This design comes from an exercise in tuning for small area and a short achievable clock period on the open sky130 flow, not from production work.
Where RTL was checked, it was by simulation tests only, not by an equivalence proof against the original.
Function not checked in runs 3 to 5: the RTL went through the layout flow alone.
Power and IR drop assume default switching activity.

`design/flow/flow/portbuf.tcl`:
```
# After global placement (the port buffers are in): the input port buffers
# that feed the combinational csr_exception path get a strong drive, since
# each address bit also feeds the rest of the decode.
source [file join [file dirname [info script]] cone.tcl]
set db [ord::get_db]
set block [ord::get_db_block]
set strong [$db findMaster sky130_fd_sc_hd__buf_8]
set n 0
foreach inst [csr_cone_insts $block csr_exception] {
  set m [[$inst getMaster] getName]
  if { ![regexp {^sky130_fd_sc_hd__(buf|clkbuf|clkdlybuf4s50|dlygate4sd[0-9]|dlymetal6s2s)_[0-9]+$} $m] } { continue }
  # a port buffer: its input is a top-level port
  set is_port 0
  foreach it [$inst getITerms] {
    if { [$it isInputSignal] && [$it getNet] != "NULL" && [llength [[$it getNet] getBTerms]] > 0 } { set is_port 1 }
  }
  if { $is_port } {
    $inst swapMaster $strong
    incr n
  }
}
puts "portbuf: $n input buffers on the csr_exception path set to buf_8"
```
`design/flow/config.mk`:
```
export PLATFORM = sky130hd
export DESIGN_NAME = csr_unit
export DESIGN_NICKNAME = csr_unit
export VERILOG_FILES = /design/flow/design.v
export SDC_FILE = /design/flow/constraint.sdc
export NUM_CORES = 4
export LEC_CHECK = 0
export CAP_MARGIN = 20
export CORE_MARGIN = 2
export CORE_UTILIZATION = 40
export CTS_BUF_LIST = sky130_fd_sc_hd__clkbuf_8
export CTS_CLUSTER_DIAMETER = 60
export CTS_CLUSTER_SIZE = 12
export SETUP_SLACK_MARGIN = 1.75
export SLEW_MARGIN = 20
export SYNTH_HIERARCHICAL = 1
```
`design/flow/design.v`:
```
`timescale 1ns/100ps
package csr_pkg;
    typedef enum logic [1:0] {
        csr_op_rw = 2'b01,
        csr_op_rs = 2'b10,
        csr_op_rc = 2'b11
    } csr_op_e;
    typedef enum logic [1:0] {
        priv_user    = 2'b00,
        priv_machine = 2'b11
    } priv_e;
    typedef enum logic [4:0] {
        csr_sel_none,
        csr_sel_mstatus,
        csr_sel_misa,
        csr_sel_mtvec,
        csr_sel_mscratch,
        csr_sel_mepc,
        csr_sel_mcause,
        csr_sel_mhartid,
        csr_sel_mcycle,
        csr_sel_mcycleh,
        csr_sel_minstret,
        csr_sel_minstreth,
        csr_sel_cycle,
        csr_sel_cycleh,
        csr_sel_instret,
        csr_sel_instreth
    } csr_sel_e;
    typedef struct packed {
        logic [18:0] zero_hi;
        logic [1:0]  mpp;
        logic [2:0]  zero_mid;
        logic        mpie;
        logic [2:0]  zero_lo2;
        logic        mie;
        logic [2:0]  zero_lo;
    } mstatus_t;
endpackage
`timescale 1ns/100ps
module csr_g_nor2 (input logic a, b, output logic y);
    assign y = !(a || b);
endmodule
module csr_g_nor3 (input logic a, b, c, output logic y);
    assign y = !(a || b || c);
endmodule
module csr_g_nor3b (input logic a, b, cn, output logic y);
    assign y = !(a || b || !cn);
endmodule
module csr_g_nor4bb (input logic a, b, cn, dn, output logic y);
    assign y = !(a || b || !cn || !dn);
endmodule
module csr_g_and3b (input logic an, b, c, output logic y);
    assign y = !an && b && c;
endmodule
module csr_g_and3 (input logic a, b, c, output logic y);
    assign y = a && b && c;
endmodule
module csr_g_and4bb (input logic an, bn, c, d, output logic y);
    assign y = !an && !bn && c && d;
endmodule
module csr_g_nor2b (input logic a, bn, output logic y);
    assign y = !(a || !bn);
endmodule
module csr_g_nand3 (input logic a, b, c, output logic y);
    assign y = !(a && b && c);
endmodule
module csr_g_nand4 (input logic a, b, c, d, output logic y);
    assign y = !(a && b && c && d);
endmodule
module csr_illegal (
    input  logic [11:0] a,
    input  logic        new_request,
    input  logic        pm,
    output logic        illegal
);
    logic x, xb, z543, z543b, z620, z_ab7, z21, m61, m620, h_f0, f_765, f_3142, h_b, h_c;
    csr_g_and3   g_x     (.a(pm), .b(a[9]), .c(a[8]), .y(x));           
    csr_g_and3   g_xb    (.a(pm), .b(a[9]), .c(a[8]), .y(xb));
    csr_g_nor3   g_z543  (.a(a[5]), .b(a[4]), .c(a[3]), .y(z543));
    csr_g_nor3   g_z543b (.a(a[5]), .b(a[4]), .c(a[3]), .y(z543b));
    csr_g_nor3   g_z620  (.a(a[6]), .b(a[2]), .c(a[0]), .y(z620));
    csr_g_nor3   g_zab7  (.a(a[11]), .b(a[10]), .c(a[7]), .y(z_ab7));
    csr_g_nor2   g_z21   (.a(a[2]), .b(a[1]), .y(z21));
    csr_g_nor3b  g_m61   (.a(a[6]), .b(a[1]), .cn(a[0]), .y(m61));      
    csr_g_nor3b  g_m620  (.a(a[2]), .b(a[0]), .cn(a[6]), .y(m620));     
    csr_g_and3b  g_hf0   (.an(a[0]), .b(a[11]), .c(a[10]), .y(h_f0));   
    csr_g_nor3   g_f765  (.a(a[7]), .b(a[6]), .c(a[5]), .y(f_765));
    csr_g_nor4bb g_f3142 (.a(a[3]), .b(a[1]), .cn(a[4]), .dn(a[2]), .y(f_3142));  
    csr_g_nor2b  g_hb    (.a(a[10]), .bn(a[11]), .y(h_b));              
    csr_g_and4bb g_hc    (.an(a[9]), .bn(a[8]), .c(a[11]), .d(a[10]), .y(h_c));  
    logic n1a, n1b, n1c, n2, n3, n4;
    csr_g_nand4 g_n1a (.a(x), .b(z_ab7), .c(z543), .d(z21),  .y(n1a));
    csr_g_nand4 g_n1b (.a(x), .b(z_ab7), .c(z543), .d(m61),  .y(n1b));
    csr_g_nand4 g_n1c (.a(x), .b(z_ab7), .c(z543), .d(m620), .y(n1c));
    csr_g_nand4 g_n2  (.a(xb), .b(h_f0),  .c(f_765), .d(f_3142), .y(n2));
    csr_g_nand4 g_n3  (.a(xb), .b(h_b),   .c(z543b), .d(z620), .y(n3));
    csr_g_nand3 g_n4  (.a(h_c), .b(z543b), .c(z620), .y(n4));
    logic u1, u2;
    csr_g_nand3 g_u1 (.a(n1a), .b(n1b), .c(n1c), .y(u1));
    csr_g_nand3 g_u2 (.a(n2),  .b(n3),  .c(n4),  .y(u2));
    csr_g_nor3b g_ill (.a(u1), .b(u2), .cn(new_request), .y(illegal));
endmodule
module csr_g_a222oi (input logic a1, a2, b1, b2, c1, c2, output logic y);
    assign y = !((a1 && a2) || (b1 && b2) || (c1 && c2));
endmodule
module csr_g_a22oi (input logic a1, a2, b1, b2, output logic y);
    assign y = !((a1 && a2) || (b1 && b2));
endmodule
module csr_g_nand2 (input logic a, b, output logic y);
    assign y = !(a && b);
endmodule
module csr_g_and2 (input logic a, b, output logic y);
    assign y = a && b;
endmodule
module csr_g_and4 (input logic a, b, c, d, output logic y);
    assign y = a && b && c && d;
endmodule
module csr_g_a21o (input logic a1, a2, b1, output logic y);
    assign y = (a1 && a2) || b1;
endmodule
module csr_g_inv (input logic a, output logic y);
    assign y = !a;
endmodule
module csr_g_xor2 (input logic a, b, output logic y);
    assign y = a ^ b;
endmodule
module csr_g_xnor2 (input logic a, b, output logic y);
    assign y = !(a ^ b);
endmodule
module csr_g_mux2i (input logic a0, a1, s, output logic y);
    assign y = !(s ? a1 : a0);
endmodule
module csr_g_nand4b (input logic an, b, c, d, output logic y);
    assign y = !(!an && b && c && d);
endmodule
module csr_g_nand3b (input logic an, b, c, output logic y);
    assign y = !(!an && b && c);
endmodule
module csr_g_nand2b (input logic an, b, output logic y);
    assign y = !(!an && b);
endmodule
module csr_g_o21ai (input logic a1, a2, b1, output logic y);
    assign y = !((a1 || a2) && b1);
endmodule
module csr_g_o211ai (input logic a1, a2, b1, c1, output logic y);
    assign y = !((a1 || a2) && b1 && c1);
endmodule
module csr_g_o31ai (input logic a1, a2, a3, b1, output logic y);
    assign y = !((a1 || a2 || a3) && b1);
endmodule
module csr_wdec (
    input  logic [11:0] a,
    input  logic        read_regs,
    input  logic        commit,
    input  logic        pm,
    input  logic        rst,
    input  logic        exc,
    input  logic        inc,
    output logic        en_mtvec,
    output logic        en_mscratch,
    output logic        en_mepc,
    output logic        en_mcause,
    output logic        we_mstatus,
    output logic        sel_cyc_lo,
    output logic        sel_cyc_hi,
    output logic        sel_ins_lo,
    output logic        sel_ins_hi,
    output logic        ncin_cyc,
    output logic        ncin_ins,
    output logic        s_st, s_isa, s_tv, s_sc, s_ep, s_ca,
    output logic        s_cl, s_ch, s_il, s_ih
);
    logic g1, m3a, m3b, ct1, ct2, ct3, z61, z210, z21, z20, z62, z10;
    logic nrst, nexc, na7, na1;
    csr_g_and4  g_g1   (.a(commit), .b(pm), .c(a[9]), .d(a[8]), .y(g1));    
    csr_g_nor3  g_m3a  (.a(a[11]), .b(a[10]), .c(a[7]), .y(m3a));
    csr_g_nor3  g_m3b  (.a(a[5]), .b(a[4]), .c(a[3]), .y(m3b));
    csr_g_nor2b g_ct1  (.a(a[10]), .bn(a[11]), .y(ct1));                   
    csr_g_nor3  g_ct2  (.a(a[6]), .b(a[5]), .c(a[4]), .y(ct2));
    csr_g_nor3  g_ct3  (.a(a[3]), .b(a[2]), .c(a[0]), .y(ct3));
    csr_g_nor2  g_z61  (.a(a[6]), .b(a[1]), .y(z61));
    csr_g_nor3  g_z210 (.a(a[2]), .b(a[1]), .c(a[0]), .y(z210));
    csr_g_nor2  g_z21  (.a(a[2]), .b(a[1]), .y(z21));
    csr_g_nor2  g_z20  (.a(a[2]), .b(a[0]), .y(z20));
    csr_g_nor2  g_z62  (.a(a[6]), .b(a[2]), .y(z62));
    csr_g_nor2  g_z10  (.a(a[1]), .b(a[0]), .y(z10));
    csr_g_inv   g_nrst (.a(rst), .y(nrst));
    csr_g_inv   g_nexc (.a(exc), .y(nexc));
    csr_g_inv   g_na7  (.a(a[7]), .y(na7));
    csr_g_inv   g_na1  (.a(a[1]), .y(na1));
    logic nm3, nwc;
    csr_g_nand3 g_nm3 (.a(g1), .b(m3a), .c(m3b), .y(nm3));
    csr_g_nand4 g_nwc (.a(g1), .b(ct1), .c(ct2), .d(ct3), .y(nwc));
    logic t_ins;
    csr_g_o31ai  g_xcl (.a1(nwc), .a2(a[7]), .a3(a[1]), .b1(nrst), .y(sel_cyc_lo));
    csr_g_o31ai  g_xch (.a1(nwc), .a2(na7),  .a3(a[1]), .b1(nrst), .y(sel_cyc_hi));
    csr_g_o31ai  g_xil (.a1(nwc), .a2(a[7]), .a3(na1),  .b1(nrst), .y(sel_ins_lo));
    csr_g_o31ai  g_xih (.a1(nwc), .a2(na7),  .a3(na1),  .b1(nrst), .y(sel_ins_hi));
    csr_g_nor2   g_ncc (.a(nwc), .b(a[1]), .y(ncin_cyc));
    csr_g_nand2b g_tin (.an(nwc), .b(a[1]), .y(t_ins));
    csr_g_nand2  g_nci (.a(inc), .b(t_ins), .y(ncin_ins));
    logic rd, r1, rc, hc1, nr3, nctb, nctc, nct;
    logic np_st, np_isa, np_tv, np_sc, np_ep, np_ca;
    csr_g_nor2b  g_rd   (.a(rst), .bn(read_regs), .y(rd));                
    csr_g_and3   g_r1   (.a(rd), .b(a[9]), .c(a[8]), .y(r1));
    csr_g_nor3b  g_rc   (.a(a[9]), .b(a[8]), .cn(rd), .y(rc));            
    csr_g_and2   g_hc1  (.a(a[11]), .b(a[10]), .y(hc1));
    csr_g_nand3  g_nr3  (.a(r1), .b(m3a), .c(m3b), .y(nr3));
    csr_g_nand4  g_nctb (.a(r1), .b(ct1), .c(ct2), .d(ct3), .y(nctb));    
    csr_g_nand4  g_nctc (.a(rc), .b(hc1), .c(ct2), .d(ct3), .y(nctc));    
    csr_g_and2   g_nct  (.a(nctb), .b(nctc), .y(nct));
    csr_g_nand2  g_pst  (.a(z62), .b(z10), .y(np_st));                    
    csr_g_nand3  g_pisa (.a(z61), .b(z21), .c(a[0]), .y(np_isa));         
    csr_g_nand3  g_ptv  (.a(z61), .b(a[2]), .c(a[0]), .y(np_tv));         
    csr_g_nand2  g_psc  (.a(a[6]), .b(z210), .y(np_sc));                  
    csr_g_nand3  g_pep  (.a(a[6]), .b(z21), .c(a[0]), .y(np_ep));         
    csr_g_nand3  g_pca  (.a(a[6]), .b(z20), .c(a[1]), .y(np_ca));         
    csr_g_nor2   g_sst  (.a(nr3), .b(np_st),  .y(s_st));
    csr_g_nor2   g_sisa (.a(nr3), .b(np_isa), .y(s_isa));
    csr_g_nor2   g_stv  (.a(nr3), .b(np_tv),  .y(s_tv));
    csr_g_nor2   g_ssc  (.a(nr3), .b(np_sc),  .y(s_sc));
    csr_g_nor2   g_sep  (.a(nr3), .b(np_ep),  .y(s_ep));
    csr_g_nor2   g_sca  (.a(nr3), .b(np_ca),  .y(s_ca));
    csr_g_nor3   g_scl  (.a(nct), .b(a[7]), .c(a[1]), .y(s_cl));
    csr_g_nor3b  g_sch  (.a(nct), .b(a[1]), .cn(a[7]), .y(s_ch));
    csr_g_nor3b  g_sil  (.a(nct), .b(a[7]), .cn(a[1]), .y(s_il));
    csr_g_and3b  g_sih  (.an(nct), .b(a[7]), .c(a[1]), .y(s_ih));
    csr_g_o21ai  g_etv (.a1(nm3), .a2(np_tv), .b1(nrst), .y(en_mtvec));
    csr_g_o21ai  g_esc (.a1(nm3), .a2(np_sc), .b1(nrst), .y(en_mscratch));
    csr_g_o211ai g_eep (.a1(nm3), .a2(np_ep), .b1(nrst), .c1(nexc), .y(en_mepc));
    csr_g_o211ai g_eca (.a1(nm3), .a2(np_ca), .b1(nrst), .c1(nexc), .y(en_mcause));
    csr_g_nor2   g_wms (.a(nm3), .b(np_st), .y(we_mstatus));
endmodule
`timescale 1ns/100ps
module csr_ctr_next (
    input  logic [63:0] q,
    input  logic        ncin,      
    input  logic        sel_lo,    
    input  logic        sel_hi,    
    input  logic [31:0] wdrn,      
    output logic [63:0] d
);
    logic [15:0] nl1, nl2, nl3, na;
    for (genvar g = 0; g < 16; g++) begin : g_grp
        csr_g_inv   g_l1 (.a(q[4*g]), .y(nl1[g]));
        csr_g_nand2 g_l2 (.a(q[4*g]), .b(q[4*g+1]), .y(nl2[g]));
        csr_g_nand3 g_l3 (.a(q[4*g]), .b(q[4*g+1]), .c(q[4*g+2]), .y(nl3[g]));
        csr_g_nand4 g_l4 (.a(q[4*g]), .b(q[4*g+1]), .c(q[4*g+2]), .d(q[4*g+3]), .y(na[g]));
    end
    logic [3:0] sl1, sl2, sl3, sh, nsa;
    for (genvar s = 0; s < 4; s++) begin : g_sup
        csr_g_inv   g_s1 (.a(na[4*s]), .y(sl1[s]));
        csr_g_nor2  g_s2 (.a(na[4*s]), .b(na[4*s+1]), .y(sl2[s]));
        csr_g_nor3  g_s3 (.a(na[4*s]), .b(na[4*s+1]), .c(na[4*s+2]), .y(sl3[s]));
        csr_g_nor2  g_sh (.a(na[4*s+2]), .b(na[4*s+3]), .y(sh[s]));
        csr_g_nand2 g_sa (.a(sl2[s]), .b(sh[s]), .y(nsa[s]));
    end
    logic [3:1] sg;
    csr_g_inv  g_sg1 (.a(nsa[0]), .y(sg[1]));
    csr_g_nor2 g_sg2 (.a(nsa[0]), .b(nsa[1]), .y(sg[2]));
    csr_g_nor3 g_sg3 (.a(nsa[0]), .b(nsa[1]), .c(nsa[2]), .y(sg[3]));
    logic [15:1] ng;
    assign ng[1] = na[0];
    csr_g_inv g_ng2 (.a(sl2[0]), .y(ng[2]));
    csr_g_inv g_ng3 (.a(sl3[0]), .y(ng[3]));
    assign ng[4] = nsa[0];
    csr_g_inv g_ng8  (.a(sg[2]), .y(ng[8]));
    csr_g_inv g_ng12 (.a(sg[3]), .y(ng[12]));
    for (genvar s = 1; s < 4; s++) begin : g_ng
        csr_g_nand2 g_j1 (.a(sg[s]), .b(sl1[s]), .y(ng[4*s+1]));
        csr_g_nand2 g_j2 (.a(sg[s]), .b(sl2[s]), .y(ng[4*s+2]));
        csr_g_nand2 g_j3 (.a(sg[s]), .b(sl3[s]), .y(ng[4*s+3]));
    end
    logic [63:0] c;
    csr_g_inv  g_c0 (.a(ncin), .y(c[0]));
    csr_g_nor2 g_c1 (.a(nl1[0]), .b(ncin), .y(c[1]));
    csr_g_nor2 g_c2 (.a(nl2[0]), .b(ncin), .y(c[2]));
    csr_g_nor2 g_c3 (.a(nl3[0]), .b(ncin), .y(c[3]));
    for (genvar g = 1; g < 16; g++) begin : g_c
        csr_g_nor2 g_k0 (.a(ng[g]), .b(ncin), .y(c[4*g]));
        csr_g_nor3 g_k1 (.a(ng[g]), .b(nl1[g]), .c(ncin), .y(c[4*g+1]));
        csr_g_nor3 g_k2 (.a(ng[g]), .b(nl2[g]), .c(ncin), .y(c[4*g+2]));
        csr_g_nor3 g_k3 (.a(ng[g]), .b(nl3[g]), .c(ncin), .y(c[4*g+3]));
    end
    for (genvar i = 0; i < 64; i++) begin : g_bit
        logic nt;
        csr_g_xnor2 g_t (.a(q[i]), .b(c[i]), .y(nt));
        csr_g_mux2i g_d (.a0(nt), .a1(wdrn[i % 32]), .s(i < 32 ? sel_lo : sel_hi), .y(d[i]));
    end
endmodule
`timescale 1ns/100ps
module csr_read_mux (
    input  logic        s_st, s_isa, s_tv, s_sc, s_ep, s_ca,
    input  logic        s_cl, s_ch, s_il, s_ih,
    input  logic [31:0] mstatus_v,
    input  logic [31:0] mtvec_v, mscratch_v, mepc_v, mcause_v,
    input  logic [63:0] cyc, ins,
    output logic [31:0] rdata
);
    localparam logic [31:0] MSTATUS_BITS = 32'h0000_1888;
    localparam logic [31:0] MISA_BITS    = 32'h4000_0100;
    logic n_isa;
    assign n_isa = !s_isa;
    for (genvar i = 0; i < 32; i++) begin : g_bit
        logic t1, t2, t3, t4;
        if (i >= 2) begin : g_full
            csr_g_a222oi g_t1 (.a1(s_sc), .a2(mscratch_v[i]), .b1(s_ep), .b2(mepc_v[i]),
                               .c1(s_ca), .c2(mcause_v[i]), .y(t1));
            csr_g_a22oi  g_t3 (.a1(s_ih), .a2(ins[32+i]), .b1(s_tv), .b2(mtvec_v[i]), .y(t3));
        end else begin : g_low
            csr_g_a22oi  g_t1 (.a1(s_sc), .a2(mscratch_v[i]), .b1(s_ca), .b2(mcause_v[i]), .y(t1));
            csr_g_nand2  g_t3 (.a(s_ih), .b(ins[32+i]), .y(t3));
        end
        csr_g_a222oi g_t2 (.a1(s_cl), .a2(cyc[i]), .b1(s_ch), .b2(cyc[32+i]),
                           .c1(s_il), .c2(ins[i]), .y(t2));
        if (MSTATUS_BITS[i]) begin : g_st
            csr_g_nand2 g_t4 (.a(s_st), .b(mstatus_v[i]), .y(t4));
            csr_g_nand4 g_y  (.a(t1), .b(t2), .c(t3), .d(t4), .y(rdata[i]));
        end else if (MISA_BITS[i]) begin : g_isa
            csr_g_nand4 g_y  (.a(t1), .b(t2), .c(t3), .d(n_isa), .y(rdata[i]));
        end else begin : g_plain
            csr_g_nand3 g_y  (.a(t1), .b(t2), .c(t3), .y(rdata[i]));
        end
    end
endmodule
`timescale 1ns/100ps
module csr_unit (
    input  logic                      clk,
    input  logic                      rst,
    input  logic                      new_request,
    input  logic [12-1:0]    csr_addr,
    input  logic [1:0]                csr_op,
    input  logic [32-1:0]      rs1,
    input  logic                      read_regs,
    input  logic                      commit,
    input  logic                      exception_valid,
    input  logic [4-1:0]   exception_code,
    input  logic [32-1:0]      exception_pc,
    input  logic                      mret,
    input  logic                      instruction_complete,
    output logic                      csr_exception,
    output logic [32-1:0]      wb_csr,
    output logic [32-1:0]      trap_pc,
    output logic [32-1:0]      csr_mepc,
    output logic [1:0]                current_privilege
);
    logic        pm;
    logic        pm_dec;
    logic        mie, mpie;
    logic [1:0]  mpp;
    logic [31:2] mtvec;
    logic [31:2] mepc;
    logic [31:0] mcause;
    logic [31:0] mscratch;
    logic [63:0] mcycle;
    logic [63:0] minstret;
    logic        instret_inc;
    logic [11:0] a;
    assign a = csr_addr;
    csr_illegal illegal_i (
        .a           (a),
        .new_request (new_request),
        .pm          (pm_dec),
        .illegal     (csr_exception)
    );
    logic [31:0] wd, wdr;
    always_comb begin
        case (csr_op)
            2'b10:   wd = wb_csr | rs1;
            2'b11:   wd = wb_csr & ~rs1;
            default: wd = rs1;
        endcase
    end
    assign wdr = wd & {32{!rst}};
    logic we_mstatus, en_mtvec, en_mscratch, en_mepc, en_mcause;
    logic sel_cyc_lo, sel_cyc_hi, sel_ins_lo, sel_ins_hi, ncin_cyc, ncin_ins;
    logic s_st, s_isa, s_tv, s_sc, s_ep, s_ca, s_cl, s_ch, s_il, s_ih;
    csr_wdec wdec_i (
        .a           (a),
        .read_regs   (read_regs),
        .commit      (commit),
        .pm          (pm),
        .rst         (rst),
        .exc         (exception_valid),
        .inc         (instret_inc),
        .en_mtvec    (en_mtvec),
        .en_mscratch (en_mscratch),
        .en_mepc     (en_mepc),
        .en_mcause   (en_mcause),
        .we_mstatus  (we_mstatus),
        .sel_cyc_lo  (sel_cyc_lo),
        .sel_cyc_hi  (sel_cyc_hi),
        .sel_ins_lo  (sel_ins_lo),
        .sel_ins_hi  (sel_ins_hi),
        .ncin_cyc    (ncin_cyc),
        .ncin_ins    (ncin_ins),
        .s_st        (s_st),
        .s_isa       (s_isa),
        .s_tv        (s_tv),
        .s_sc        (s_sc),
        .s_ep        (s_ep),
        .s_ca        (s_ca),
        .s_cl        (s_cl),
        .s_ch        (s_ch),
        .s_il        (s_il),
        .s_ih        (s_ih)
    );
    always_ff @(posedge clk) begin
        if (rst) begin
            pm   <= 1'b1;
            mie  <= 1'b0;
            mpie <= 1'b0;
            mpp  <= 2'b11;
        end else if (exception_valid) begin
            pm   <= 1'b1;
            mpie <= mie;
            mie  <= 1'b0;
            mpp  <= {pm, pm};
        end else if (mret) begin
            pm   <= mpp == 2'b11;
            mie  <= mpie;
            mpie <= 1'b1;
            mpp  <= 2'b00;
        end else if (we_mstatus) begin
            mie  <= wd[3];
            mpie <= wd[7];
            mpp  <= wd[12:11];
        end
    end
    logic pm_dec_nx;
    csr_g_a21o g_pm_dec_nx (.a1(mpp[1]), .a2(mpp[0]), .b1(exception_valid), .y(pm_dec_nx));
    always_ff @(posedge clk) begin
        if (rst)
            pm_dec <= 1'b1;
        else if (exception_valid || mret)
            pm_dec <= pm_dec_nx;
    end
    always_ff @(posedge clk) begin
        if (en_mtvec)
            mtvec <= wdr[31:2];
        if (en_mscratch)
            mscratch <= wdr;
        if (en_mepc)
            mepc <= (exception_valid ? exception_pc[31:2] : wd[31:2]) & {30{!rst}};
        if (en_mcause)
            mcause <= (exception_valid ? {28'd0, exception_code} : wd) & {32{!rst}};
    end
    logic [63:0] cyc_d, ins_d;
    logic [31:0] wdrn;
    assign wdrn = ~wdr;
    csr_ctr_next cyc_next_i (
        .q      (mcycle),
        .ncin   (ncin_cyc),
        .sel_lo (sel_cyc_lo),
        .sel_hi (sel_cyc_hi),
        .wdrn   (wdrn),
        .d      (cyc_d)
    );
    csr_ctr_next ins_next_i (
        .q      (minstret),
        .ncin   (ncin_ins),
        .sel_lo (sel_ins_lo),
        .sel_hi (sel_ins_hi),
        .wdrn   (wdrn),
        .d      (ins_d)
    );
    always_ff @(posedge clk) begin
        instret_inc <= instruction_complete && !rst;
        mcycle      <= cyc_d;
        minstret    <= ins_d;
    end
    logic [31:0] rdata;
    csr_read_mux read_i (
        .s_st       (s_st),
        .s_isa      (s_isa),
        .s_tv       (s_tv),
        .s_sc       (s_sc),
        .s_ep       (s_ep),
        .s_ca       (s_ca),
        .s_cl       (s_cl),
        .s_ch       (s_ch),
        .s_il       (s_il),
        .s_ih       (s_ih),
        .mstatus_v  ({19'd0, mpp, 3'd0, mpie, 3'd0, mie, 3'd0}),
        .mtvec_v    ({mtvec, 2'b00}),
        .mscratch_v (mscratch),
        .mepc_v     ({mepc, 2'b00}),
        .mcause_v   (mcause),
        .cyc        (mcycle),
        .ins        (minstret),
        .rdata      (rdata)
    );
    always_ff @(posedge clk)
        wb_csr <= rdata;
    assign trap_pc           = {mtvec, 2'b00};
    assign csr_mepc          = {mepc, 2'b00};
    assign current_privilege = {pm, pm};
endmodule
```
`design/flow/standard.sh`:
```
#!/bin/bash
# synth_recipe.tcl (not shown) runs the flow's synth.tcl, then flattens the netlist and writes it again
# the make line also repeats each setting of config.mk as NAME=value (left out here)
make -C /OpenROAD-flow-scripts/flow DESIGN_CONFIG=/design/flow/config.mk WORK_HOME=/design/flow/orfs CLKGATE_MAP_FILE= SYNTH_SCRIPT=/design/flow/synth_recipe.tcl "${@:-finish}"
```
`design/flow/flow/run.sh`:
```
#!/bin/bash
# Standard layout (standard.sh) with these changes:
# - the port buffers are inserted as buf_1 (later repair sizes them up where needed);
# - before floorplan, every combinational cell off the csr_exception path is set to
#   the smallest drive strength of its function (downsize.tcl); the floorplan,
#   placement and CTS repair steps then size up what timing, slew and capacitance need;
# - after global placement, the input buffers feeding the csr_exception path are
#   set to buf_8 (portbuf.tcl).
# ORFS writes each step's full log under orfs/logs/; make's output goes to standard.log.
set -euo pipefail
here="$(cd "$(dirname "${BASH_SOURCE[0]}")" && pwd)"
export BUFFER_PORTS_ARGS="-buffer_cell sky130_fd_sc_hd__buf_1"
export PRE_FLOORPLAN_TCL="$here/downsize.tcl"
export POST_GLOBAL_PLACE_TCL="$here/portbuf.tcl"
bash standard.sh finish > standard.log 2>&1
```
`design/flow/constraint.sdc`:
```
create_clock -name core_clock -period 4.2 [get_ports {clk}]
set_input_delay 0.8400 -clock core_clock [delete_from_list [all_inputs] [get_ports {clk}]]
set_output_delay 0.8400 -clock core_clock [all_outputs]
set_load 0.01 [all_outputs]
```
`design/flow/flow/downsize.tcl`:
```
# Before floorplan: set every combinational cell to the smallest drive
# strength of its function, except those on the combinational
# input-to-output path of csr_exception. The floorplan, placement and CTS
# repair steps then size up what timing, slew and capacitance need.
source [file join [file dirname [info script]] cone.tcl]
set db [ord::get_db]
set block [ord::get_db_block]
set keep [dict create]
foreach inst [csr_cone_insts $block csr_exception] { dict set keep [$inst getName] 1 }
set n 0
foreach inst [$block getInsts] {
  if { [dict exists $keep [$inst getName]] } { continue }
  set master [$inst getMaster]
  set name [$master getName]
  if { ![regexp {^(sky130_fd_sc_hd__[a-z0-9]+)_([0-9]+)$} $name -> base drive] } { continue }
  if { [regexp {__(df|edf|sdf|dl|sedf|conb|clk|tap|fill|decap|diode|lpflow|probe)} $base] } { continue }
  set best $master
  set best_area [expr { [$master getWidth] * [$master getHeight] }]
  foreach d {0 1 2} {
    set cand [$db findMaster "${base}_$d"]
    if { $cand == "NULL" || $cand == "" } { continue }
    set a [expr { [$cand getWidth] * [$cand getHeight] }]
    if { $a < $best_area } {
      set best $cand
      set best_area $a
    }
  }
  if { $best != $master } {
    $inst swapMaster $best
    incr n
  }
}
puts "downsize: $n cells set to a smaller drive strength, [dict size $keep] kept on the csr_exception path"
```
`design/flow/flow/cone.tcl`:
```
# Instances in the combinational fan-in cone of a top-level output port,
# stopping at registers and input ports.
proc csr_cone_insts { block port } {
  set bt [$block findBTerm $port]
  set todo [list [$bt getNet]]
  set seen [dict create]
  set nets_seen [dict create]
  while { [llength $todo] > 0 } {
    set net [lindex $todo 0]
    set todo [lrange $todo 1 end]
    if { $net == "NULL" || [dict exists $nets_seen [$net getName]] } { continue }
    dict set nets_seen [$net getName] 1
    foreach it [$net getITerms] {
      if { ![$it isOutputSignal] } { continue }
      set inst [$it getInst]
      set name [$inst getName]
      if { [dict exists $seen $name] } { continue }
      if { [regexp {__(df|edf|sdf|dl)} [[$inst getMaster] getName]] } { continue }
      dict set seen $name $inst
      foreach in [$inst getITerms] {
        if { [$in isInputSignal] && [$in getNet] != "NULL" } {
          lappend todo [$in getNet]
        }
      }
    }
  }
  return [dict values $seen]
}
```
==> summary.txt, run 1 <==
Initial antenna violation count: 0
Vias: 11500
Final min period: 2.55 ns
Startpoint types: input port
Routing usage on met2: 39.7%
Synth warnings: 7
Final Util: 47.7%
Cell leakage power: 5.91 nW
Total gr overflow: 0
Max VDD drop: 0.203 mV
ANT cells: 0
Io pins: 189
Final cell count without fillers: 2046
Multi-input logic area: 6690 um2
M3 GR Usage: 3.08%
DP Worst Slack: 1.07 ns
First-pass GRT wire length: 64.8 mm
RSZ-0062 raised after global routing: true
Vias in the first global route: 11300
Busiest grt layer: met2
Final Hold Vio Count: 0
DRC: 0
CP arrival: 1.71 ns
Worst skew pair latency: 0.61 ns
Fin nets: 1658
Worst Path Required: 3.36 ns
Status: complete, no violations
Clock Tree Buf Depth: 3
Dpl cells: 1986
Worst rel slew slack: 33.6%
FP Rows: 68
Clock transition at path regs: 0.08 ns
WL final: 42.5 mm
DRT iter0 DRCs: 1007
Die footprint: 36100 um2
Final period utilization: 60.7%
Remaining antenna violation count: 0
Max-Cap Viols: 0
Critical Path Start: csr_addr[1]
CTS tree: built
Die Y: 190 um
Setup crit end kind: output pin
Detailed Routing Iterations Pass 1: 7
Peak fanout along the critical path: 3
Chip Width: 190 um
Setup CP Type: in2out
Min-delay src: mcause[0]$_DFFE_PP_
CTS sink count: 291
WL/cell: 20.8 um
Total core area: 34300 um2
Setup ws final: 1.65 ns
Root buffer cell: clkbuf_8
Placement Cell Area: 15600 um2
Design Area, Final: 16400 um2
All-Layer GR Usage: 23.1%
Number of H-tree levels: 1
Fill cell count: 3262
Worst Tran Pin Value: 0.995 ns
FF/Latch Area: 7070 um2
Max Slew Vio Count: 0
GR Util met1: 29.8%
Largest net degree at the start of global routing: 65
Cts hold-fix bufs: 0
Layout cell share with drive strength beyond 1: 9.74%
HPWL after DPL: 28.6 mm
Reg2reg start: pm$_SDFFE_PP1P_
Port-buffer cells: 182
Final number of setup-violating endpoints: 0
Vias per cell: 5.63
Final Skew: 0.0391 ns
Cell area power density: 349 nW/um2
Final TNS setup: 0 ns
Min-delay worst type: reg2reg
Num CTS Buffers: 29
Mapped Cells: 1341
Max Clock Freq: 0.392 GHz
Initial core utilization: 40.3%
## path summary, 6_finish.rpt
kind,to,slack (ns),cells after the start
max,csr_exception,1.65,7
min,wb_csr[0]$_DFF_P_,0.50,2
max reg2reg,minstret[32]$_DFF_P_,1.94,9
min reg2reg,wb_csr[0]$_DFF_P_,0.50,2
## power by group
group          leakage (nW)  internal (W)  switching, W
combinational          2.93      0.000268      0.000366
clock                 0.337      0.000686      0.000994
sequential             2.64       0.00318      0.000212
total                  5.91       0.00414       0.00157
## cell usage in the layout (no fill, tap or decap), types with 3 or more instances in the layout
cell type and instances:
a222oi_1 62, or2_2 3, buf_8 13, nor2b_1 31, nand3_1 67, mux2i_1 128
nor3b_2 3, nor2_2 5, and3_1 3, nand2_2 3, nor3_1 102, conb_1 4
o21ai_1 20, nor2_1 88, a21o_1 5, nor3_4 8, o21ai_0 5, nand4_1 44
nand2b_1 3, edfxtp_1 124, o31ai_4 4, clkbuf_8 32, xnor2_1 128, a32oi_2 15
buf_1 167, nor3_2 4, nand2_1 98, a211oi_1 6, a21oi_1 16, buf_12 3
a32oi_1 11, nor2_4 3, dfxtp_1 166, inv_1 105, a22oi_1 32, buf_4 35
nand3_2 3, a211o_1 6, and2_1 4
## per-stage QoR
stage,total power [W],hold slack [ns]
after detailed placement,0.00407,0.470
final,0.00571,0.496
after global placement,0.00404,0.478
after global routing,0.00594,0.485
after floorplan,0.00378,0.447
after CTS,0.00574,0.464
## cell type report
class	instances	area share [%]
Sequential cell	291	43.2
Multi-Input combinational cell	936	40.9
Timing Repair Buffer	223	7.28
Tap cell	455	3.48
Clock buffer	31	2.61
Inverter	87	2.00
Clock inverter	23	0.604
## timing repair
| item | CTS | global route |
|---|---|---|
| resized for setup | 14 | 26 |
| setup buffers | 3 | 3 |
| pin swaps | 7 | 4 |
| setup endpoints to repair | 56 | 160 |
## worst max-delay path, cell delays in order
cell,delay (ns)
buf_8,0.10
buf_12,0.12
and4bb_2,0.27
nand4_1,0.10
nand3_2,0.11
nor3b_2,0.04
buf_2,0.13
## registers in the layout, indices dropped and copies added, names as in the netlist, 2 cells and up
name and cells:
mscratch 32, mpp 2, wb_csr 32, mcause 32, mcycle 64, minstret 64, mtvec 30, mepc 30
## routing by layer
metal | part of all wire (%) | vias to the layer above | wire [um]
met3 | 5.4 | 85 | 2310
met4 | 3.2 | 0 | 1370
li1 | - | 5456 | -
met5 | 0 | - | 0
met2 | 49 | 372 | 20800
met1 | 43 | 5600 | 18100
==> run 2: changes to the inputs <==
--- a/design/flow/config.mk
+++ b/design/flow/config.mk
@@ -13,3 +13,3 @@
 export CTS_CLUSTER_SIZE = 12
-export SETUP_SLACK_MARGIN = 1.75
+export SETUP_SLACK_MARGIN = 1.85
 export SLEW_MARGIN = 20
==> summary.txt, run 2 <==
Critical Path Start: csr_addr[10] (was csr_addr[1])
Pint: 0.00439 W (was 0.00414 W)
Final min period: 2.47 ns (was 2.55 ns)
Cell area power density: 363 nW/um2 (was 349 nW/um2)
DRT iter0 DRCs: 965 (was 1007)
Root buffer cell: clkbuf_8 (unchanged)
Final Hold Vio Count: 0 (unchanged)
Sw Share: 27.0% (was 27.5%)
Fin nets: 1656 (was 1658)
CTS sink count: 291 (unchanged)
Worst Path Required: 3.36 ns (about the same)
DRC: 0 (unchanged)
Vias: 11600 (was 11500)
Max Clock Freq: 0.405 GHz (was 0.392 GHz)
Port-buffer cells: 182 (unchanged)
Reg2reg start: minstret[1]$_DFF_P_ (was pm$_SDFFE_PP1P_)
CP peak stage delay: 0.25 ns (was 0.27 ns)
Initial antenna violation count: 0 (unchanged)
Setup CP Type: in2out (unchanged)
Final Util: 48.3% (was 47.7%)
Worst-path cell chain: buf_8 > nor3_2 > nand4_1 > nand3_1 > nor3b_2 > buf_2 (was buf_8 > buf_12 > and4bb_2 > nand4_1 > nand3_2 > nor3b_2 > buf_2)
Clk network pwr share: 32.9% (was 29.4%)
Most frequent cells in the layout: buf_1, dfxtp_1, mux2i_1, xnor2_1, edfxtp_1 (unchanged)
Final cell count without fillers: 2045 (was 2046)
Final number of setup-violating endpoints: 0 (unchanged)
Combinational Power Share: 10.6% (was 11.1%)
Max VDD drop: 0.222 mV (was 0.203 mV)
WL/cell: 20.9 um (was 20.8 um)
Sequential Power Share: 56.4% (was 59.5%)
Die footprint: 36100 um2 (unchanged)
CP arrival: 1.63 ns (was 1.71 ns)
Number of H-tree levels: 1 (unchanged)
Initial core utilization: 40.3% (unchanged)
Setup crit end kind: output pin (unchanged)
Status: complete, no violations (unchanged)
Cell family with most CP delay: simple AND/OR/NAND/NOR gates (unchanged)
Leading cell type in the layout, fill and taps excluded: buf_1 (unchanged)
Net switching power: 0.00162 W (was 0.00157 W)
Dpl cells: 1981 (was 1986)
Max-Cap Viols: 0 (unchanged)
Detailed Routing Iterations Pass 1: 7 (unchanged)
Vias in the first global route: 11100 (was 11300)
Slowest library cell on the worst path: nor3_2 (was and4bb_2)
Final TNS setup: 0 ns (unchanged)
Startpoint types: input port (unchanged)
Min-delay worst type: reg2reg (unchanged)
Min-delay src: mcause[0]$_DFFE_PP_ (unchanged)
Synth warnings: 7 (unchanged)
Worst Tran Pin Value: 1.04 ns (was 0.995 ns)
FP Rows: 68 (unchanged)
First-pass GRT wire length: 65.6 mm (was 64.8 mm)
WL final: 42.8 mm (was 42.5 mm)
Largest net degree at the start of global routing: 65 (unchanged)
Final Skew: 0.0309 ns (was 0.0391 ns)
Worst rel slew slack: 30.7% (was 33.6%)
Worst skew pair latency: 0.62 ns (was 0.61 ns)
CTS tree: built (unchanged)
Cell leakage power: 5.93 nW (was 5.91 nW)
All-Layer GR Usage: 23.3% (was 23.1%)
Vias per cell: 5.66 (was 5.63)
Critical path buffers and inverters: 2 (was 3)
Total gr overflow: 0 (unchanged)
RSZ-0062 raised after global routing: true (unchanged)
Die Y: 190 um (unchanged)
Max Slew Vio Count: 0 (unchanged)
Biggest regs: mcycle: 64 flops, minstret: 64 flops (unchanged)
Mapped Cells: 1341 (unchanged)
Layout cell share with drive strength beyond 1: 10.8% (was 9.74%)
Clock transition at path regs: 0.09 ns (was 0.08 ns)
Num CTS Buffers: 31 (was 29)
Total core area: 34300 um2 (unchanged)
Peak fanout along the critical path: 7 (was 3)
Chip Width: 190 um (unchanged)
HPWL after DPL: 28.8 mm (was 28.6 mm)
ANT cells: 0 (unchanged)
Clock Tree Buf Depth: 3 (unchanged)
Io pins: 189 (unchanged)
Remaining antenna violation count: 0 (unchanged)
Final period utilization: 58.8% (was 60.7%)
-- run 2: worst paths after layout --
path | slack, ns | endpoint | cells after the start
worst min-delay path | 0.46 | wb_csr[0]$_DFF_P_ | 2
worst min register to register | 0.46 | wb_csr[0]$_DFF_P_ | 2
worst max-delay path | 1.73 | csr_exception | 6
worst max register to register | 1.98 | minstret[63]$_DFF_P_ | 9
-- run 2: metrics by stage --
step | hold slack [ns] | setup WS [ns] | instance area (um2) | power, W
after floorplan | 0.447 | 0.980 | 14000 | 0.00378
after global placement | 0.465 | 0.826 | 15400 | 0.00404
after detailed placement | 0.468 | 0.884 | 15600 | 0.00407
after CTS | 0.457 | 1.72 | 16300 | 0.00604
after global routing | 0.467 | 1.65 | 16600 | 0.00625
final | 0.463 | 1.73 | 16600 | 0.00601
-- run 2: layout make-up --
class                           instances  area, um2
Clock inverter                         23        186
Tap cell                              455        569
Inverter                               87        327
Multi-Input combinational cell        936       6760
Clock buffer                           34        468
Sequential cell                       291       7070
Fill cell                            3242      17700
Timing Repair Buffer                  219       1190
-- run 2: power groups by stage --
stage          logic (W)  clock network (W)  registers [W]
3_3_place_gp    0.000589                  0        0.00345
2_1_floorplan   0.000363                  0        0.00342
4_1_cts         0.000627            0.00202        0.00339
6_report        0.000639            0.00198        0.00339
5_1_grt         0.000698            0.00212        0.00343
3_5_place_dp    0.000620                  0        0.00345
-- run 2: worst reg2reg max path, stage by stage (launching register included) --
cell     delay [ns]
dfxtp_1        0.41
nand4_1        0.25
nor2_2         0.19
nand2_2        0.17
nor3_1         0.22
buf_4          0.18
nand2_1        0.16
nor3_2         0.26
xnor2_1        0.15
mux2i_1        0.09
-- run 2: routing by layer --
| layer | global-route usage (%) | part of all wire [%] |
|---|---|---|
| met5 | 0 | 0 |
| met2 | 41.2 | 49 |
| met4 | 5.19 | 2.2 |
| met3 | 2.60 | 5.3 |
| met1 | 30.7 | 43 |
-- run 2: what timing repair did --
item	in CTS	in global routing
endpoints found under the setup margin	156	173
resized for setup	16	34
hold buffers	0	0
setup buffers	4	3
pin swaps	7	6
==> run 3: changes to the inputs <==
--- a/design/flow/design.v
+++ b/design/flow/design.v
@@ -76,27 +76,31 @@
 );
-    logic x, xb, z543, z543b, z620, z_ab7, z21, m61, m620, h_f0, f_765, f_3142, h_b, h_c;
-    csr_g_and3   g_x     (.a(pm), .b(a[9]), .c(a[8]), .y(x));           
-    csr_g_and3   g_xb    (.a(pm), .b(a[9]), .c(a[8]), .y(xb));
-    csr_g_nor3   g_z543  (.a(a[5]), .b(a[4]), .c(a[3]), .y(z543));
-    csr_g_nor3   g_z543b (.a(a[5]), .b(a[4]), .c(a[3]), .y(z543b));
-    csr_g_nor3   g_z620  (.a(a[6]), .b(a[2]), .c(a[0]), .y(z620));
-    csr_g_nor3   g_zab7  (.a(a[11]), .b(a[10]), .c(a[7]), .y(z_ab7));
-    csr_g_nor2   g_z21   (.a(a[2]), .b(a[1]), .y(z21));
-    csr_g_nor3b  g_m61   (.a(a[6]), .b(a[1]), .cn(a[0]), .y(m61));      
-    csr_g_nor3b  g_m620  (.a(a[2]), .b(a[0]), .cn(a[6]), .y(m620));     
-    csr_g_and3b  g_hf0   (.an(a[0]), .b(a[11]), .c(a[10]), .y(h_f0));   
-    csr_g_nor3   g_f765  (.a(a[7]), .b(a[6]), .c(a[5]), .y(f_765));
-    csr_g_nor4bb g_f3142 (.a(a[3]), .b(a[1]), .cn(a[4]), .dn(a[2]), .y(f_3142));  
-    csr_g_nor2b  g_hb    (.a(a[10]), .bn(a[11]), .y(h_b));              
-    csr_g_and4bb g_hc    (.an(a[9]), .bn(a[8]), .c(a[11]), .d(a[10]), .y(h_c));  
-    logic n1a, n1b, n1c, n2, n3, n4;
-    csr_g_nand4 g_n1a (.a(x), .b(z_ab7), .c(z543), .d(z21),  .y(n1a));
-    csr_g_nand4 g_n1b (.a(x), .b(z_ab7), .c(z543), .d(m61),  .y(n1b));
-    csr_g_nand4 g_n1c (.a(x), .b(z_ab7), .c(z543), .d(m620), .y(n1c));
-    csr_g_nand4 g_n2  (.a(xb), .b(h_f0),  .c(f_765), .d(f_3142), .y(n2));
-    csr_g_nand4 g_n3  (.a(xb), .b(h_b),   .c(z543b), .d(z620), .y(n3));
-    csr_g_nand3 g_n4  (.a(h_c), .b(z543b), .c(z620), .y(n4));
+    logic x, x0, x6, x11, n_ab7, n_543a, n_543b, n_21, n_61, n_20a, n_20b;
+    logic f_pos, n_765, n_310, n_106, h_c, n_986;
+    csr_g_and3 g_x     (.a(pm), .b(a[9]), .c(a[8]), .y(x));
+    csr_g_and4 g_x0    (.a(pm), .b(a[9]), .c(a[8]), .d(a[0]), .y(x0));
+    csr_g_and4 g_x6    (.a(pm), .b(a[9]), .c(a[8]), .d(a[6]), .y(x6));
+    csr_g_and4 g_x11   (.a(pm), .b(a[9]), .c(a[8]), .d(a[11]), .y(x11));
+    csr_g_nor3 g_ab7   (.a(a[11]), .b(a[10]), .c(a[7]), .y(n_ab7));
+    csr_g_nor3 g_543a  (.a(a[5]), .b(a[4]), .c(a[3]), .y(n_543a));
+    csr_g_nor3 g_543b  (.a(a[5]), .b(a[4]), .c(a[3]), .y(n_543b));
+    csr_g_nor2 g_21    (.a(a[2]), .b(a[1]), .y(n_21));
+    csr_g_nor2 g_61    (.a(a[6]), .b(a[1]), .y(n_61));
+    csr_g_nor2 g_20a   (.a(a[2]), .b(a[0]), .y(n_20a));
+    csr_g_nor2 g_20b   (.a(a[2]), .b(a[0]), .y(n_20b));
+    csr_g_and4 g_fpos  (.a(a[11]), .b(a[10]), .c(a[4]), .d(a[2]), .y(f_pos));
+    csr_g_nor3 g_765   (.a(a[7]), .b(a[6]), .c(a[5]), .y(n_765));
+    csr_g_nor3 g_310   (.a(a[3]), .b(a[1]), .c(a[0]), .y(n_310));
+    csr_g_nor2 g_106   (.a(a[10]), .b(a[6]), .y(n_106));
+    csr_g_and2 g_hc    (.a(a[11]), .b(a[10]), .y(h_c));
+    csr_g_nor3 g_986   (.a(a[9]), .b(a[8]), .c(a[6]), .y(n_986));
+    logic n1, n2, n3, n4, n5, n6;
+    csr_g_nand4 g_n1 (.a(x),     .b(n_ab7), .c(n_543a), .d(n_21),  .y(n1));
+    csr_g_nand4 g_n2 (.a(x0),    .b(n_ab7), .c(n_543a), .d(n_61),  .y(n2));
+    csr_g_nand4 g_n3 (.a(x6),    .b(n_ab7), .c(n_543a), .d(n_20a), .y(n3));
+    csr_g_nand4 g_n4 (.a(x),     .b(f_pos), .c(n_765),  .d(n_310), .y(n4));
+    csr_g_nand4 g_n5 (.a(x11),   .b(n_106), .c(n_543b), .d(n_20b), .y(n5));
+    csr_g_nand4 g_n6 (.a(h_c),   .b(n_986), .c(n_543b), .d(n_20b), .y(n6));
     logic u1, u2;
-    csr_g_nand3 g_u1 (.a(n1a), .b(n1b), .c(n1c), .y(u1));
-    csr_g_nand3 g_u2 (.a(n2),  .b(n3),  .c(n4),  .y(u2));
+    csr_g_nand3 g_u1 (.a(n1), .b(n2), .c(n3), .y(u1));
+    csr_g_nand3 g_u2 (.a(n4), .b(n5), .c(n6), .y(u2));
     csr_g_nor3b g_ill (.a(u1), .b(u2), .cn(new_request), .y(illegal));
==> summary.txt, run 3 <==
Remaining antenna violation count: 0 (unchanged)
First-pass GRT wire length: 65.3 mm (was 65.6 mm)
Largest net degree at the start of global routing: 76 (was 65)
Max-Cap Viols: 0 (unchanged)
Fill cell count: 3237 (was 3242)
CTS sink count: 291 (unchanged)
Most frequent cells in the layout: buf_1, dfxtp_1, mux2i_1, xnor2_1, edfxtp_1 (unchanged)
Final number of setup-violating endpoints: 0 (unchanged)
Final TNS setup: 0 ns (unchanged)
Max Clock Freq: 0.406 GHz (was 0.405 GHz)
Final Util: 48.3% (about the same)
Biggest regs: mcycle: 64 flops, minstret: 64 flops (unchanged)
Cell family with most CP delay: simple AND/OR/NAND/NOR gates (unchanged)
Cell leakage power: 5.98 nW (was 5.93 nW)
Num CTS Buffers: 30 (was 31)
Design Area, Final: 16600 um2 (about the same)
Worst Path Required: 3.36 ns (about the same)
Detailed Routing Iterations Pass 1: 9 (was 7)
Mapped Cells: 1344 (was 1341)
CP peak stage delay: 0.18 ns (was 0.25 ns)
Initial antenna violation count: 0 (unchanged)
Final period utilization: 58.6% (was 58.8%)
Max Slew Vio Count: 0 (unchanged)
Root buffer cell: clkbuf_8 (unchanged)
Min-delay worst type: in2reg (was reg2reg)
Port-buffer cells: 182 (unchanged)
Clock transition at path regs: 0.09 ns (about the same)
CTS tree: built (unchanged)
Number of H-tree levels: 1 (unchanged)
CP arrival: 1.62 ns (was 1.63 ns)
Setup CP Type: in2out (unchanged)
HPWL after DPL: 28.8 mm (about the same)
Io pins: 189 (unchanged)
Max VDD drop: 0.234 mV (was 0.222 mV)
Critical path buffers and inverters: 2 (unchanged)
Startpoint types: input port (unchanged)
Setup crit end kind: output pin (unchanged)
Placement Cell Area: 15500 um2 (was 15600 um2)
Slowest library cell on the worst path: and4_1 (was nor3_2)
RSZ-0062 raised after global routing: true (unchanged)
All-Layer GR Usage: 23.3% (about the same)
WL/cell: 21.0 um (was 20.9 um)
DRC: 0 (unchanged)
Clock Tree Buf Depth: 3 (unchanged)
Peak fanout along the critical path: 11 (was 7)
Worst Tran Pin Value: 1.02 ns (was 1.04 ns)
Final min period: 2.46 ns (was 2.47 ns)
Chip Width: 190 um (about the same)
Vias in the first global route: 11200 (was 11100)
FP Rows: 68 (unchanged)
Leading cell type in the layout, fill and taps excluded: buf_1 (unchanged)
ANT cells: 0 (unchanged)
DRT iter0 DRCs: 1075 (was 965)
Vias per cell: 5.67 (was 5.66)
Worst rel slew slack: 31.6% (was 30.7%)
Final Skew: 0.0214 ns (was 0.0309 ns)
Layout cell share with drive strength beyond 1: 11.5% (was 10.8%)
Tightest hold margin: 0.465 ns (was 0.463 ns)
Initial core utilization: 40.3% (about the same)
Cell area power density: 355 nW/um2 (was 363 nW/um2)
WL final: 43.0 mm (was 42.8 mm)
Total gr overflow: 0 (unchanged)
Final Hold Vio Count: 0 (unchanged)
Status: complete, no violations (unchanged)
Vias: 11600 (about the same)
Top layer in use: met4 (unchanged)
FF/Latch Area: 7080 um2 (was 7070 um2)
Worst skew pair latency: 0.59 ns (was 0.62 ns)
Worst R2R Setup Slack: 2.00 ns (was 1.98 ns)
Wl on met1: 18.2 mm (was 18.5 mm)
Die Y: 190 um (about the same)
Met2 wire length: 21.2 mm (was 21.1 mm)
Synth warnings: 7 (unchanged)
Multi-input logic area: 6800 um2 (was 6760 um2)
Total core area: 34300 um2 (unchanged)
Worst-path cell chain: buf_8 > and4_1 > nand4_1 > nand3_1 > nor3b_2 > buf_2 (was buf_8 > nor3_2 > nand4_1 > nand3_1 > nor3b_2 > buf_2)
Fin nets: 1663 (was 1656)
Met3 WL: 2.20 mm (was 2.27 mm)
Die footprint: 36000 um2 (was 36100 um2)
## run 3: layer usage
metal	GRT usage, %	up-vias
met1	29.8	5692
met4	8.47	0
li1	-	5465
met3	3.23	84
met5	0	-
met2	40.1	389
## run 3: cell type report
type                            instances  area share [%]
Tap cell                              455            3.44
Timing Repair Buffer                  224            7.22
Multi-Input combinational cell        939            41.0
Clock buffer                           35            2.91
Sequential cell                       291            42.7
Inverter                               87            1.97
Clock inverter                         21           0.702
## run 3: path summary, 6_finish.rpt
| path | start | to | cells past startpoint |
|---|---|---|---|
| worst min register to register | pm_dec$_SDFFE_PP1P_ | pm_dec$_SDFFE_PP1P_ | 2 |
| worst max register to register | minstret[3]$_DFF_P_ | minstret[53]$_DFF_P_ | 10 |
| worst max-delay path | csr_addr[6] | csr_exception | 6 |
| worst min-delay path | instruction_complete | instret_inc$_DFF_P_ | 2 |
## run 3: per-stage QoR
| stage | setup slack, ns | total power (W) | instances |
|---|---|---|---|
| after floorplan | 0.980 | 0.00378 | 1347 |
| after global placement | 0.839 | 0.00404 | 1985 |
| after detailed placement | 0.808 | 0.00407 | 1985 |
| after CTS | 1.73 | 0.00591 | 2048 |
| after global routing | 1.66 | 0.00612 | 2052 |
| final | 1.74 | 0.00588 | 2052 |
## run 3: power by group
group          internal [W]  total, W  leakage [nW]  switching [W]
clock network      0.000827   0.00185         0.369        0.00102
registers           0.00318   0.00340          2.64       0.000214
logic              0.000267  0.000637          2.98       0.000369
total               0.00428   0.00588          5.98        0.00160
## run 3: timing repair
action                                 CTS  global route
setup endpoints to repair              243           178
gates resized for setup                 16            52
setup buffers                            7             4
gates cloned                             0             0
endpoints found under the hold margin    0             0
pin swaps                                9             6
hold buffers                             0             0
==> run 4: changes to the inputs <==
--- a/design/flow/design.v
+++ b/design/flow/design.v
@@ -104,4 +104,4 @@
     csr_g_nand3 g_u1 (.a(n1), .b(n2), .c(n3), .y(u1));
-    csr_g_nand3 g_u2 (.a(n4), .b(n5), .c(n6), .y(u2));
-    csr_g_nor3b g_ill (.a(u1), .b(u2), .cn(new_request), .y(illegal));
+    csr_g_nand4 g_u2 (.a(n4), .b(n5), .c(n6), .d(new_request), .y(u2));
+    csr_g_nor2 g_ill (.a(u1), .b(u2), .y(illegal));
 endmodule
==> summary.txt, run 4 <==
Reg2reg start: pm$_SDFFE_PP1P_ (was minstret[3]$_DFF_P_)
Top layer in use: met4 (unchanged)
Total Power: 0.00583 W (was 0.00588 W)
Met3 WL: 1.96 mm (was 2.20 mm)
Most frequent cells in the layout: buf_1, dfxtp_1, mux2i_1, xnor2_1, edfxtp_1 (unchanged)
DRC: 0 (unchanged)
Clock transition at path regs: 0.09 ns (about the same)
Final min period: 2.45 ns (was 2.46 ns)
Setup CP Type: in2out (unchanged)
Worst Tran Pin Value: 0.974 ns (was 1.02 ns)
Num CTS Buffers: 30 (unchanged)
Cell leakage power: 5.95 nW (was 5.98 nW)
CTS sink count: 291 (unchanged)
Remaining antenna violation count: 0 (unchanged)
WL/cell: 20.8 um (was 21.0 um)
Top cell by count, worst path: nand4_1
Largest net degree at the start of global routing: 65 (was 76)
HPWL after DPL: 28.7 mm (was 28.8 mm)
DRT iter0 DRCs: 1040 (was 1075)
Max Clock Freq: 0.408 GHz (was 0.406 GHz)
Vias: 11600 (about the same)
Worst Path Required: 3.36 ns (about the same)
Number of H-tree levels: 1 (unchanged)
Worst rel slew slack: 35.0% (was 31.6%)
Design Area, Final: 16600 um2 (about the same)
Placement Cell Area: 15600 um2 (was 15500 um2)
Die Y: 190 um (about the same)
Worst R2R Setup Slack: 1.96 ns (was 2.00 ns)
Min-delay src: mcause[12]$_DFFE_PP_ (was instruction_complete)
Leading cell type in the layout, fill and taps excluded: buf_1 (unchanged)
Max-Cap Viols: 0 (unchanged)
Vias in the first global route: 11100 (was 11200)
Worst Hold Path Cells: 2 (unchanged)
CP arrival: 1.61 ns (was 1.62 ns)
Die footprint: 36000 um2 (about the same)
Total core area: 34300 um2 (unchanged)
Fill cell count: 3224 (was 3237)
Critical Path Start: csr_addr[4] (was csr_addr[6])
Wl on met1: 18.0 mm (was 18.2 mm)
Mapped Cells: 1344 (unchanged)
Setup crit end kind: output pin (unchanged)
Cell family with most CP delay: simple AND/OR/NAND/NOR gates (unchanged)
Final period utilization: 58.4% (was 58.6%)
Initial antenna violation count: 0 (unchanged)
Min-delay worst type: reg2reg (was in2reg)
Critical path buffers and inverters: 2 (unchanged)
Detailed Routing Iterations Pass 1: 8 (was 9)
Synth warnings: 7 (unchanged)
Final number of setup-violating endpoints: 0 (unchanged)
All-Layer GR Usage: 23.0% (was 23.3%)
Cell depth of the worst setup path: 6 (unchanged)
CP peak stage delay: 0.20 ns (was 0.18 ns)
Final TNS setup: 0 ns (unchanged)
Biggest regs: mcycle: 64 flops, minstret: 64 flops (unchanged)
Port-buffer cells: 182 (unchanged)
RSZ-0062 raised after global routing: true (unchanged)
Clock Tree Buf Depth: 3 (unchanged)
Cts hold-fix bufs: 0 (unchanged)
Total gr overflow: 0 (unchanged)
Fin nets: 1666 (was 1663)
ANT cells: 0 (unchanged)
Initial core utilization: 40.3% (about the same)
Met2 wire length: 21.3 mm (was 21.2 mm)
Status: complete, no violations (unchanged)
Max VDD drop: 0.256 mV (was 0.234 mV)
Final Hold Vio Count: 0 (unchanged)
Worst-path cell chain: buf_12 > and4_1 > nand4_1 > nand4_1 > nor2_1 > buf_2 (was buf_8 > and4_1 > nand4_1 > nand3_1 > nor3b_2 > buf_2)
First-pass GRT wire length: 64.6 mm (was 65.3 mm)
Reg2Reg Depth: 9 (was 10)
WL final: 42.8 mm (was 43.0 mm)
Slowest library cell on the worst path: and4_1 (unchanged)
FP Rows: 68 (unchanged)
Layout cell share with drive strength beyond 1: 10.8% (was 11.5%)
Root buffer cell: clkbuf_8 (unchanged)
CTS tree: built (unchanged)
Chip Width: 190 um (about the same)
Startpoint types: input port (unchanged)
Cell area power density: 352 nW/um2 (was 355 nW/um2)
Max Slew Vio Count: 0 (unchanged)
Worst skew pair latency: 0.59 ns (about the same)
Io pins: 189 (unchanged)
Final Skew: 0.0250 ns (was 0.0214 ns)
Vias per cell: 5.66 (was 5.67)
Peak fanout along the critical path: 5 (was 11)
## run 4: path summary, 6_finish.rpt
path                                             end
worst min-delay path              wb_csr[12]$_DFF_P_
worst max-delay path                   csr_exception
worst max register to register  minstret[42]$_DFF_P_
worst min register to register    wb_csr[12]$_DFF_P_
## run 4: stage by stage
stage               setup slack (ns)  instances  utilization [%]  hold slack, ns
global route                    1.73       2055             48.3           0.490
floorplan                      0.980       1347                -           0.452
detailed placement             0.872       1988             45.4           0.487
finish                          1.75       2055             48.3           0.491
global placement               0.766       1988             45.0           0.478
CTS                             1.76       2046             47.3           0.485
## run 4: repair_timing
| item | in CTS | in global routing |
|---|---|---|
| cloned | 0 | 2 |
| hold endpoints to repair | 0 | 0 |
| pin swaps | 5 | 9 |
| setup endpoints to repair | 110 | 167 |
| gates resized for setup | 16 | 43 |
| setup buffers | 2 | 7 |
## run 4: area by class of cell
| class | count | area, um2 | area share [%] |
|---|---|---|---|
| Multi-Input combinational cell | 940 | 6760 | 40.8 |
| Tap cell | 455 | 569 | 3.44 |
| Sequential cell | 291 | 7070 | 42.7 |
| Clock buffer | 33 | 454 | 2.74 |
| Clock inverter | 23 | 126 | 0.763 |
| Timing Repair Buffer | 226 | 1250 | 7.56 |
| Inverter | 87 | 327 | 1.97 |
## run 4: per-layer routing
metal	GRT usage [%]	up-vias
met5	0	-
met2	40.6	355
met1	29.2	5720
met3	2.45	82
met4	8.11	0
li1	-	5468
## run 4: tightest hold or removal path, delay by kind of cell, from the launching register on
family	cells	cell delay, ns
flip-flops	1	0.33
AO/OA/AOI/OAI	1	0.08
AND/OR/NAND/NOR	1	0.08
## run 4: where the power goes
group          switching, W  total, W  internal, W  leakage, nW
Clock               0.00100   0.00179     0.000792        0.364
Sequential         0.000214   0.00340      0.00318         2.64
Combinational      0.000369  0.000640     0.000272         2.95
==> run 5: changes to the inputs <==
--- a/design/flow/config.mk
+++ b/design/flow/config.mk
@@ -13,3 +13,3 @@
 export CTS_CLUSTER_SIZE = 12
-export SETUP_SLACK_MARGIN = 1.85
+export SETUP_SLACK_MARGIN = 1.7
 export SLEW_MARGIN = 20
==> summary.txt, run 5 <==
Status: complete, no violations (unchanged)
Worst R2R Setup Slack: 1.89 ns (was 1.96 ns)
Io pins: 189 (unchanged)
Initial antenna violation count: 0 (unchanged)
Startpoint types: input port (unchanged)
Die footprint: 36000 um2 (unchanged)
Min-delay src: mcause[2]$_DFFE_PP_ (was mcause[12]$_DFFE_PP_)
Die Y: 190 um (unchanged)
Total core area: 34300 um2 (unchanged)
Layout cell share with drive strength beyond 1: 8.49% (was 10.8%)
Number of H-tree levels: 1 (unchanged)
Worst Path Required: 3.36 ns (about the same)
DRT iter0 DRCs: 1001 (was 1040)
Critical Path Sink: csr_exception (unchanged)
Reg2Reg Depth: 9 (unchanged)
Remaining antenna violation count: 0 (unchanged)
Leading cell type in the layout, fill and taps excluded: buf_1 (unchanged)
FP Rows: 68 (unchanged)
Final number of setup-violating endpoints: 0 (unchanged)
RSZ-0062 raised after global routing: false (was true)
Num CTS Buffers: 31 (was 30)
Final period utilization: 58.8% (was 58.4%)
Final Hold Vio Count: 0 (unchanged)
Final Util: 47.6% (was 48.3%)
Initial core utilization: 40.3% (unchanged)
Final min period: 2.47 ns (was 2.45 ns)
Setup crit end kind: output pin (unchanged)
Worst-path cell chain: buf_8 > buf_12 > nor3_4 > nand4_1 > nand3_1 > nor2_1 > buf_2 (was buf_12 > and4_1 > nand4_1 > nand4_1 > nor2_1 > buf_2)
Max Slew Vio Count: 0 (unchanged)
CP arrival: 1.63 ns (was 1.61 ns)
Reg2reg start: pm$_SDFFE_PP1P_ (unchanged)
Chip Width: 190 um (unchanged)
All-Layer GR Usage: 22.7% (was 23.0%)
Slowest library cell on the worst path: nor3_4 (was and4_1)
CTS tree: built (unchanged)
Fill cell count: 3211 (was 3224)
Detailed Routing Iterations Pass 1: 8 (unchanged)
Max Clock Freq: 0.405 GHz (was 0.408 GHz)
ANT cells: 0 (unchanged)
Total gr overflow: 0 (unchanged)
CP peak stage delay: 0.15 ns (was 0.20 ns)
Mapped Cells: 1344 (unchanged)
Design Area, Final: 16300 um2 (was 16600 um2)
Worst Tran Pin Value: 0.952 ns (was 0.974 ns)
Worst rel slew slack: 36.5% (was 35.0%)
WL final: 42.3 mm (was 42.8 mm)
Biggest regs: mcycle: 64 flops, minstret: 64 flops (unchanged)
Cell leakage power: 5.84 nW (was 5.95 nW)
WL/cell: 20.7 um (was 20.8 um)
Vias per cell: 5.65 (was 5.66)
First-pass GRT wire length: 63.8 mm (was 64.6 mm)
CTS sink count: 291 (unchanged)
FF-to-FF End: minstret[51]$_DFF_P_ (was minstret[42]$_DFF_P_)
Setup CP Type: in2out (unchanged)
Clock transition at path regs: 0.08 ns (was 0.09 ns)
Peak fanout along the critical path: 9 (was 5)
Worst Hold Path Cells: 2 (unchanged)
Cts hold-fix bufs: 0 (unchanged)
Critical Path Start: csr_addr[7] (was csr_addr[4])
Cell area power density: 364 nW/um2 (was 352 nW/um2)
Worst skew pair latency: 0.59 ns (about the same)
Vias in the first global route: 11100 (about the same)
Min-delay worst type: reg2reg (unchanged)
Largest net degree at the start of global routing: 76 (was 65)
Final Skew: 0.0167 ns (was 0.0250 ns)
Max-Cap Viols: 0 (unchanged)
Synth warnings: 7 (unchanged)
Final TNS setup: 0 ns (unchanged)
Vias: 11600 (about the same)
HPWL after DPL: 29.0 mm (was 28.7 mm)
Most frequent cells in the layout: buf_1, dfxtp_1, mux2i_1, xnor2_1, edfxtp_1 (unchanged)
Port-buffer cells: 182 (unchanged)
Root buffer cell: clkbuf_8 (unchanged)
Max VDD drop: 0.277 mV (was 0.256 mV)
Fin nets: 1659 (was 1666)
Placement Cell Area: 15600 um2 (about the same)
DRC: 0 (unchanged)
Clock Tree Buf Depth: 3 (unchanged)
## run 5: metrics by stage
| step | cells | power (W) | hold slack (ns) | setup WS [ns] |
|---|---|---|---|---|
| 2_1_floorplan | 1347 | 0.00378 | 0.452 | 0.980 |
| 3_3_place_gp | 1988 | 0.00404 | 0.479 | 0.969 |
| 3_5_place_dp | 1988 | 0.00408 | 0.488 | 1.10 |
| 4_1_cts | 2044 | 0.00599 | 0.481 | 1.71 |
| 5_1_grt | 2046 | 0.00620 | 0.483 | 1.70 |
| 6_report | 2046 | 0.00595 | 0.486 | 1.73 |
## run 5: cell type report
class                      instances  area (um2)  area share (%)
sequential                       291        7070            43.3
multi-input combinational        940        6570            40.2
timing repair buffer             218        1180            7.21
tap                              455         569            3.48
clock buffer                      32         440            2.70
inverter                          87         327            2.00
clock inverter                    23         184            1.13
## run 5: worst min path at each step
stage	end	slack [ns]
6_report	wb_csr[2]$_DFF_P_	0.49
5_1_grt	instret_inc$_DFF_P_	0.48
4_1_cts	mepc[24]$_DFFE_PP_	0.48
3_5_place_dp	wb_csr[2]$_DFF_P_	0.49
3_3_place_gp	wb_csr[14]$_DFF_P_	0.48
2_1_floorplan	wb_csr[1]$_DFF_P_	0.45
## run 5: power by group
group | internal [W] | total (W) | switching (W)
Sequential | 0.00318 | 0.00339 | 0.000213
Combinational | 0.000264 | 0.000624 | 0.000360
Clock | 0.000900 | 0.00193 | 0.00103
Total | 0.00435 | 0.00595 | 0.00160
## run 5: repair_timing
action	CTS	global route
pin swaps	2	5
gates cloned	0	1
setup endpoints to repair	34	105
endpoints found under the hold margin	0	0
buffers inserted	1	1
resized for setup	6	20
## run 5: per-layer routing
layer / vias to the layer above / share of wire [%] / GRT usage, %
met3: 85 / 4.8 / 3.08
met2: 357 / 50 / 40.4
met1: 5639 / 42 / 28.2
li1: 5470 / - / -
met5: - / 0 / 0
met4: 0 / 3.8 / 8.32
## run 5: critical path, delay by kind of cell
| family | cells | cell delay, ns |
|---|---|---|
| simple gates | 4 | 0.42 |
| buf+inv | 3 | 0.37 |

[what the ideal ports hide]
How much do the figures lean on ideal ports? The routed layouts below were timed once more, with nothing changed but the port constraints. Step 1 sets driving cells, clkbuf_16 on the clock port and buf_2 on the other inputs (assumed; they add their load-dependent delay and slew). Step 2 adds t to the input delays and takes it off the output delays; t is the mean of the earliest and latest rising clock arrival at the registers after step 1. Input paths then give back, and output paths get back, about the clock's delay inside the block. Slacks: no drivers / after step 1 / after step 2; pairs: no drivers / after step 1.
run	t, ns	setup slack, ns	hold slack, ns	cell pins on the clock port's net
run 1	0.637	1.650 / 1.593 / 1.152	0.496 / 0.476 / 0.496	1
run 2	0.655	1.730 / 1.676 / 1.291	0.463 / 0.452 / 0.463	1
run 3	0.629	1.737 / 1.699 / 1.258	0.465 / 0.441 / 0.497	1
run 4	0.623	1.748 / 1.686 / 1.223	0.491 / 0.491 / 0.491	1
run 5	0.635	1.729 / 1.684 / 1.164	0.486 / 0.485 / 0.486	1
After both steps setup and hold are still met in every run listed. For run 5, which loses most, drivers alone change the setup slack by -0.045 ns; drivers and shift together by -0.565 ns.
